Source: an optimization exercise on an open RTL-to-GDS flow (aim: small area, a short achievable clock period and few clock cycles). Production flows keep margins and buffers that such runs may drop. At most, simulation tests tie the RTL to the original design; equivalence was not proved. Power figures rest on the tool's default switching activity, not on a simulated workload.

==> inputs of onyx <==
==> flow/design.v (excerpt) <==
module elgamal_signature_verify_unit (
	input  logic                  clk,
	input  logic                  arst_n,
	input  logic                  cfg_valid,
	output logic                  cfg_ready,
	input  logic [1:0]            cfg_index,
	input  logic [elg_pkg::W-1:0] cfg_data,
	input  logic                  start,
	output logic                  busy,
	input  logic [3*elg_pkg::W-1:0] item,
	output logic                  done,
	output logic [2*elg_pkg::W:0] result
);
clock: 9.0 ns
lec_check: 0
cap_margin: 20
core_margin: 2
core_utilization: 65
setup_slack_margin: 5
slew_margin: 20
tns_end_percent: 5
run.sh (not shown) runs the stock make flow with config.mk's settings and CLKGATE_MAP_FILE= SYNTH_SCRIPT=/design/flow/synth_recipe.tcl, a recipe that flattens the netlist after the stock synthesis.
==> xenon (differences from onyx) <==
--- a/flow/design.v
+++ b/flow/design.v
@@ -123,11 +123,10 @@
 	logic          e_n;
 	logic [TW-1:0] pp0, pp1, pp2, mm0, mm1, mm2;
 	logic [TW-1:0] x1, y1, x2, y2, x3, y3, x4, y4, x5, y5, xf, yf;
 	logic [2:0]    qq, qu;
 	logic          qb0, qh1, qg1, qh2, qg2, qhh, qc1, qc2;
-	logic          qa1, qa2, qa3, qj1, qk1, qj2, qk2;
 	function automatic logic [2*TW-1:0] csa(input logic [TW-1:0] a, b, c);
 		logic [TW-1:0] s, cy;
 		s  = a ^ b ^ c;
 		cy = ((a & b) | (a & c) | (b & c)) << 1;
 		csa = {s, cy};
@@ -143,20 +142,12 @@
 		qg2 = e_q & qb0;
 		qhh = qh1 | qh2;
 		qq[0] = qh1 ^ qh2;
 		qc1 = qhh ^ qg1 ^ qg2;
 		qc2 = (qhh & qg1) | (qhh & qg2) | (qg1 & qg2);
-		qa1 = abits_q[0] & breg_q[1];
-		qa2 = abits_q[1] & breg_q[0];
-		qa3 = qq[0] & p_q[1];
-		qj1 = sv_q[1] ^ cv_q[1] ^ qa1;
-		qk1 = (sv_q[1] & cv_q[1]) | (sv_q[1] & qa1) | (cv_q[1] & qa1);
-		qj2 = qa2 ^ qa3 ^ qc1;
-		qk2 = (qa2 & qa3) | (qa2 & qc1) | (qa3 & qc1);
-		qu[0] = qj1 ^ qj2;
-		qu[1] = qk1 ^ qk2 ^ (qj1 & qj2);
-		qu[2] = 1'b0;
+		qu = 3'(sv_q[1]) + 3'(cv_q[1]) + 3'(abits_q[0] & breg_q[1]) + 3'(abits_q[1] & breg_q[0]) +
+			3'(qq[0] & p_q[1]) + 3'(qc1);
 		qq[1] = qu[0];
 		qq[2] = sv_q[2] ^ cv_q[2] ^ (abits_q[0] & breg_q[2]) ^ (abits_q[1] & breg_q[1]) ^
 			(abits_q[2] & breg_q[0]) ^ (qq[0] & p_q[2]) ^ (qq[1] & !p_q[1]) ^ qu[1] ^ qc2;
 		mm0 = qq[0] ? TW'(p_q) : '0;
 		mm1 = qq[1] ? TW'({p_q, 1'b0}) : '0;
Settings changed: CORE_UTILIZATION 65 to 72.
==> ember (differences from onyx) <==
--- a/flow/design.v
+++ b/flow/design.v
@@ -52,11 +52,11 @@
 	logic [W-1:0]  p_q, g_q, y_q;
 	logic [W-1:0]  r_q, s_q, m_q;
 	logic [VW-1:0] acc_q, t1_q, t2_q, t3_q;
 	logic [SW-1:0] sv_q, cv_q;
 	logic [VW-1:0] breg_q;        
-	logic          e_q;           
+	logic          first_q;       
 	logic [K-1:0]  abits_q;
 	logic          ver_q, busy_q, done_q;
 	logic [NST-1:0] st_q, st_d;
 	logic [NOP-1:0] op_q, op_d;
 	logic [1:0]     asel_q, asel_d;
@@ -116,89 +116,56 @@
 	logic       enz, elast;
 	assign ebits    = left_q ? {r_q[W-1], s_q[W-1]} : {1'b0, m_q[W-1]};
 	assign ebits_nx = left_q ? {r_q[W-2], s_q[W-2]} : {1'b0, m_q[W-2]};
 	assign enz   = |ebits;
 	assign elast = (bcnt_q == 5'd1);
-	localparam int TW = SW + K;
 	logic [SW-1:0] sv_n, cv_n;
-	logic          e_n;
-	logic [TW-1:0] pp0, pp1, pp2, mm0, mm1, mm2;
-	logic [TW-1:0] x1, y1, x2, y2, x3, y3, x4, y4, x5, y5, xf, yf;
-	logic [2:0]    qq, qu;
-	logic          qb0, qh1, qg1, qh2, qg2, qhh, qc1, qc2;
-	logic          qa1, qa2, qa3, qj1, qk1, qj2, qk2;
-	function automatic logic [2*TW-1:0] csa(input logic [TW-1:0] a, b, c);
-		logic [TW-1:0] s, cy;
-		s  = a ^ b ^ c;
-		cy = ((a & b) | (a & c) | (b & c)) << 1;
-		csa = {s, cy};
-	endfunction
+	logic [SW:0]   s_t, c_t, xv, yv, s1, c1, s2, c2;
+	logic          q;
 	always_comb begin
-		pp0 = abits_q[0] ? TW'(breg_q) : '0;
-		pp1 = (abits_q[1] ? TW'({breg_q, 1'b0}) : '0) | TW'(e_q);
-		pp2 = abits_q[2] ? TW'({breg_q, 2'b0}) : '0;
-		qb0 = abits_q[0] & breg_q[0];
-		qh1 = sv_q[0] ^ cv_q[0];
-		qg1 = sv_q[0] & cv_q[0];
-		qh2 = e_q ^ qb0;
-		qg2 = e_q & qb0;
-		qhh = qh1 | qh2;
-		qq[0] = qh1 ^ qh2;
-		qc1 = qhh ^ qg1 ^ qg2;
-		qc2 = (qhh & qg1) | (qhh & qg2) | (qg1 & qg2);
-		qa1 = abits_q[0] & breg_q[1];
-		qa2 = abits_q[1] & breg_q[0];
-		qa3 = qq[0] & p_q[1];
-		qj1 = sv_q[1] ^ cv_q[1] ^ qa1;
-		qk1 = (sv_q[1] & cv_q[1]) | (sv_q[1] & qa1) | (cv_q[1] & qa1);
-		qj2 = qa2 ^ qa3 ^ qc1;
-		qk2 = (qa2 & qa3) | (qa2 & qc1) | (qa3 & qc1);
-		qu[0] = qj1 ^ qj2;
-		qu[1] = qk1 ^ qk2 ^ (qj1 & qj2);
-		qu[2] = 1'b0;
-		qq[1] = qu[0];
-		qq[2] = sv_q[2] ^ cv_q[2] ^ (abits_q[0] & breg_q[2]) ^ (abits_q[1] & breg_q[1]) ^
-			(abits_q[2] & breg_q[0]) ^ (qq[0] & p_q[2]) ^ (qq[1] & !p_q[1]) ^ qu[1] ^ qc2;
-		mm0 = qq[0] ? TW'(p_q) : '0;
-		mm1 = qq[1] ? TW'({p_q, 1'b0}) : '0;
-		mm2 = qq[2] ? TW'({p_q, 2'b0}) : '0;
-		{x1, y1} = csa(TW'(sv_q), TW'(cv_q), pp0);
-		{x2, y2} = csa(x1, y1, pp1);
-		{x3, y3} = csa(x2, y2, pp2);
-		{x4, y4} = csa(x3, y3, mm0);
-		{x5, y5} = csa(x4, y4, mm1);
-		{xf, yf} = csa(x5, y5, mm2);
-		e_n  = |(xf[2:0] | yf[2:0]);
-		sv_n = xf[K +: SW];
-		cv_n = yf[K +: SW];
+		s_t = first_q ? '0 : {1'b0, sv_q};
+		c_t = first_q ? '0 : {1'b0, cv_q};
+		for (int i = 0; i < K; i++) begin
+			xv = abits_q[i] ? (SW+1)'(breg_q) : '0;
+			s1 = s_t ^ c_t ^ xv;
+			c1 = ((s_t & c_t) | (s_t & xv) | (c_t & xv)) << 1;
+			q  = s1[0];
+			yv = q ? (SW+1)'(p_q) : '0;
+			s2 = s1 ^ c1 ^ yv;
+			c2 = ((s1 & c1) | (s1 & yv) | (c1 & yv)) << 1;
+			s_t = s2 >> 1;
+			c_t = c2 >> 1;
+		end
+		sv_n = s_t[SW-1:0];
+		cv_n = c_t[SW-1:0];
 	end
-	logic          sub_q, xsv_q, xsv2_q, xacc2_q, xacc_q, xone_q, xb_q, xinit_q, ycv_q, yb_q;
+	logic          sub_q, abit;    
 	logic [XW-1:0] ax, ay;
 	logic [XW:0]   asum;
 	logic [XW-1:0] ares;
 	logic [XW-1:0] init_v;
 	assign init_v = (mont && p_q[W-1]) ? (XW'(1) << (W-1)) : XW'(1);
 	always_comb begin
-		ax = ({XW{xsv_q}} & XW'(sv_q)) |
-			({XW{xsv2_q}} & XW'({sv_q, 1'b0})) |
-			({XW{xacc2_q}} & XW'({acc_q, 1'b0})) |
-			({XW{xacc_q}} & XW'(acc_q)) |
-			XW'(xone_q) |
-			({XW{xb_q}} & XW'(bmux)) |
-			({XW{xinit_q}} & init_v);
-		ay = ({XW{ycv_q}} & XW'(cv_q)) |
-			({XW{yb_q}} & XW'(breg_q)) |
+		ax = ({XW{st_q[I_MEND] | st_q[I_PB] | st_q[I_PC]}} & XW'(sv_q)) |
+			({XW{st_q[I_PA] & !first_q}} & XW'({sv_q, 1'b0})) |
+			({XW{st_q[I_DBL]}} & XW'({acc_q, 1'b0})) |
+			({XW{st_q[I_FRED] & !one_q}} & XW'(acc_q)) |
+			XW'(st_q[I_FRED] & one_q) |
+			({XW{st_q[I_SCAN] | st_q[I_COPY]}} & XW'(bmux)) |
+			({XW{st_q[I_R2I]}} & init_v);
+		ay = ({XW{st_q[I_MEND] & mont}} & XW'(cv_q)) |
+			({XW{st_q[I_PA] & abit}} & XW'(breg_q)) |
 			({XW{sub_q}} & {{(XW-W){1'b1}}, ~p_q});
-		asum = (XW+1)'(({1'b0, ax, 1'b1} + {1'b0, ay, sub_q | (ycv_q & e_q)}) >> 1);
+		asum = (XW+1)'(({1'b0, ax, 1'b1} + {1'b0, ay, sub_q}) >> 1);
 		ares = (sub_q && !asum[XW]) ? ax : asum[XW-1:0];
 	end
 	logic          launch, chain;
 	logic [NOP-1:0] l_op;
 	logic [1:0]    l_asel;
 	logic [NB-1:0] l_bs;
 	logic [3:0]    l_dest;
-	logic          acc_we, t1_we, t2_we, t3_we, m_we, rs_sh, m_sh, take;
+	logic          acc_we, t1_we, t2_we, t3_we, m_we, m_one, rs_sh, m_sh, take;
 	logic          adv;       
 	always_comb begin
 		st_d   = '0;
 		op_d   = op_q;
 		asel_d = asel_q;
@@ -216,11 +183,11 @@
 		l_op = '0; l_op[O_SQ] = 1'b1;
 		l_asel = A_ACC;
 		l_bs = '0; l_bs[B_ACC] = 1'b1;
 		l_dest = '0; l_dest[D_ACC] = 1'b1;
 		acc_we = 1'b0; t1_we = 1'b0; t2_we = 1'b0; t3_we = 1'b0;
-		m_we = 1'b0;
+		m_we = 1'b0; m_one = 1'b0;
 		take = 1'b0; adv = 1'b0;
 		if (st_q[I_IDLE]) begin
 			if (start) begin
 				take = 1'b1;
 				if (p_q == '0) st_d[I_ZERO] = 1'b1;
@@ -332,10 +299,11 @@
 			end
 		end
 		if (st_q[I_FRED]) begin
 			if (!left_q) begin
 				m_we = 1'b1;
+				m_one = one_q;
 				st_d[I_COPY] = 1'b1;
 				bs_d = '0; bs_d[B_T2] = 1'b1;
 			end else begin
 				acc_we = 1'b1;
 				st_d[I_CMP] = 1'b1;
@@ -391,11 +359,11 @@
 			st_q   <= NST'(1) << I_IDLE;
 			busy_q <= 1'b0;
 			done_q <= 1'b0;
 		end else begin
 			st_q   <= st_d;
-			sub_q  <= st_d[I_DBL] | st_d[I_PB] | st_d[I_PC] | (st_d[I_FRED] & !(one_d & !left_d));
+			sub_q  <= st_d[I_DBL] | st_d[I_FRED] | st_d[I_PB] | st_d[I_PC];
 			busy_q <= !st_d[I_IDLE];
 			done_q <= st_d[I_DONE];
 		end
 	end
 	always_ff @(posedge clk) begin
@@ -409,42 +377,28 @@
 		bcnt_q <= bcnt_d;
 		one_q  <= one_d;
 		left_q <= left_d;
 		if (st_q[I_RUN] | st_q[I_PC] | launch) abits_q <= abits_d;
 		if (launch) breg_q <= breg_d;
-		xsv_q   <= st_d[I_MEND] | st_d[I_PB] | st_d[I_PC];
-		xsv2_q  <= st_d[I_PA];
-		xacc2_q <= st_d[I_DBL];
-		xacc_q  <= st_d[I_FRED] & !one_d;
-		xone_q  <= st_d[I_FRED] & one_d;
-		xb_q    <= st_d[I_SCAN] | st_d[I_COPY];
-		xinit_q <= st_d[I_R2I];
-		ycv_q   <= st_d[I_MEND] & mont;
-		yb_q    <= st_d[I_PA] & abits_d[kcnt_d];
+		if (st_q[I_PC] | launch) abit <= abits_d[kcnt_d];
+		first_q <= launch;
 	end
 	always_ff @(posedge clk) begin
 		if (take) begin
 			r_q <= item[3*W-1:2*W];
 			s_q <= item[2*W-1:W];
 		end else if (rs_sh) begin
 			r_q <= {r_q[W-2:0], 1'b0};
 			s_q <= {s_q[W-2:0], 1'b0};
 		end
 		if (take) m_q <= item[W-1:0];
-		else if (m_we) m_q <= ares[W-1:0];
+		else if (m_we) m_q <= m_one ? W'(1) : ares[W-1:0];
 		else if (m_sh) m_q <= {m_q[W-2:0], 1'b0};
 		if (acc_we) acc_q <= ares[VW-1:0];
 		if (t1_we) t1_q <= ares[VW-1:0];
 		if (t2_we) t2_q <= ares[VW-1:0];
 		if (t3_we) t3_q <= ares[VW-1:0];
-		if (launch) begin
-			sv_q <= '0;
-			cv_q <= '0;
-			e_q  <= 1'b0;
-		end else begin
-			sv_q <= (st_q[I_PA] | st_q[I_PB] | st_q[I_PC]) ? ares[SW-1:0] : sv_n;
-			cv_q <= cv_n;
-			e_q  <= e_n;
-		end
+		sv_q <= (st_q[I_PA] | st_q[I_PB] | st_q[I_PC]) ? ares[SW-1:0] : sv_n;
+		cv_q <= cv_n;
 		if (st_q[I_CMP]) ver_q <= (acc_q[W-1:0] == m_q) && (p_q != '0);
 	end
 endmodule
Settings changed: CORE_UTILIZATION 65 to 40, SETUP_SLACK_MARGIN 5 to unset, TNS_END_PERCENT 5 to unset.
==> comparison table <==
Worst IR drop on VDD: ember 535 µV; onyx 1280 µV; xenon 893 µV
Die W: ember 278 µm; onyx 217 µm; xenon 208 µm
Maximum number of pins on one net before global-route repair: ember 97; onyx 81; xenon 90
Number of fillers in the final layout: ember 6897; onyx 2683; xenon 1965
WL final: ember 111000 µm; onyx 108000 µm; xenon 111000 µm
Data arrival time at the worst-slack endpoint: ember 6560 ps; onyx 5150 ps; xenon 4900 ps
Fin Clk Skew: ember 18.1 ps; onyx 17.0 ps; xenon 28.6 ps
Multiplexer area fraction after synthesis: ember 5.46%; onyx 7.05%; xenon 5.27%
Run status: ember finished clean; onyx finished clean; xenon finished clean
RSZ-0062 raised after global routing: ember no; onyx yes; xenon yes
Diodes inserted: ember 5; onyx 6; xenon 4
Delay of the slowest cell on the worst path: ember 730 ps; onyx 540 ps; xenon 580 ps
Most repeated library cell on the critical path: ember sky130_fd_sc_hd__buf_4; onyx -; xenon sky130_fd_sc_hd__fa_1
Compound-Gate Fraction of Synth Area: ember 12.2%; onyx 11.9%; xenon 11.3%
Final GP Congestion: ember 0.976; onyx 1.02; xenon 1.03
Fraction of registers with async set or reset after synthesis: ember 23.0%; onyx 22.7%; xenon 22.7%
Post-layout instance count excluding filler cells: ember 4048; onyx 3696; xenon 3759
Initial core utilization: ember 40.4%; onyx 65.6%; xenon 73.1%
Pre-CTS WS: ember 2550 ps; onyx 3360 ps; xenon 3200 ps
Minimum setup slack in the final design: ember 2800 ps; onyx 4300 ps; xenon 4600 ps
Clock buffers: ember 70; onyx 68; xenon 63
Core box area: ember 0.0744 mm²; onyx 0.0452 mm²; xenon 0.0410 mm²
Crit path buffers/inverters: ember 4; onyx 6; xenon 6
CP required: ember 9360 ps; onyx 9450 ps; xenon 9500 ps
Highest achievable clock rate: ember 0.161 GHz; onyx 0.213 GHz; xenon 0.227 GHz
Testbench counts of xenon, summed over its fixed seeds: cycles 360,580.
No functional check of the RTL was part of onyx and ember.

[static timing again, ports no longer ideal]
The flow's constraints put no driver on any port. The routed layouts listed below were extracted and timed again, unchanged, in two steps.
Step 1 assumes that a clkbuf_16 drives the clock port and a buf_2 every other input.
Step 2, shift: input delay + t, output delay - t, t = (earliest + latest rising clock arrival at the registers) / 2. This alone moves slack from input paths to output paths.
Slacks: ideal ports / drivers / drivers and shift; pairs: ideal ports / drivers.
run | t (ns) | setup slack, ns | hold slack, ns | clock arrival spread, ns | pins driven straight from the clock port
onyx | 0.669 | 4.297 / 4.297 / 4.297 | 0.411 / 0.411 / 0.411 | 0.017 / 0.017 | 1
xenon | 0.661 | 4.601 / 4.601 / 4.491 | 0.398 / 0.398 / 0.398 | 0.029 / 0.029 | 1
ember | 0.671 | 2.800 / 2.800 / 2.800 | 0.429 / 0.429 / 0.429 | 0.018 / 0.018 | 1
After both steps setup and hold are still met in every run listed. For xenon, which loses most, drivers alone change the setup slack by 0.000 ns; drivers and shift together by -0.110 ns.
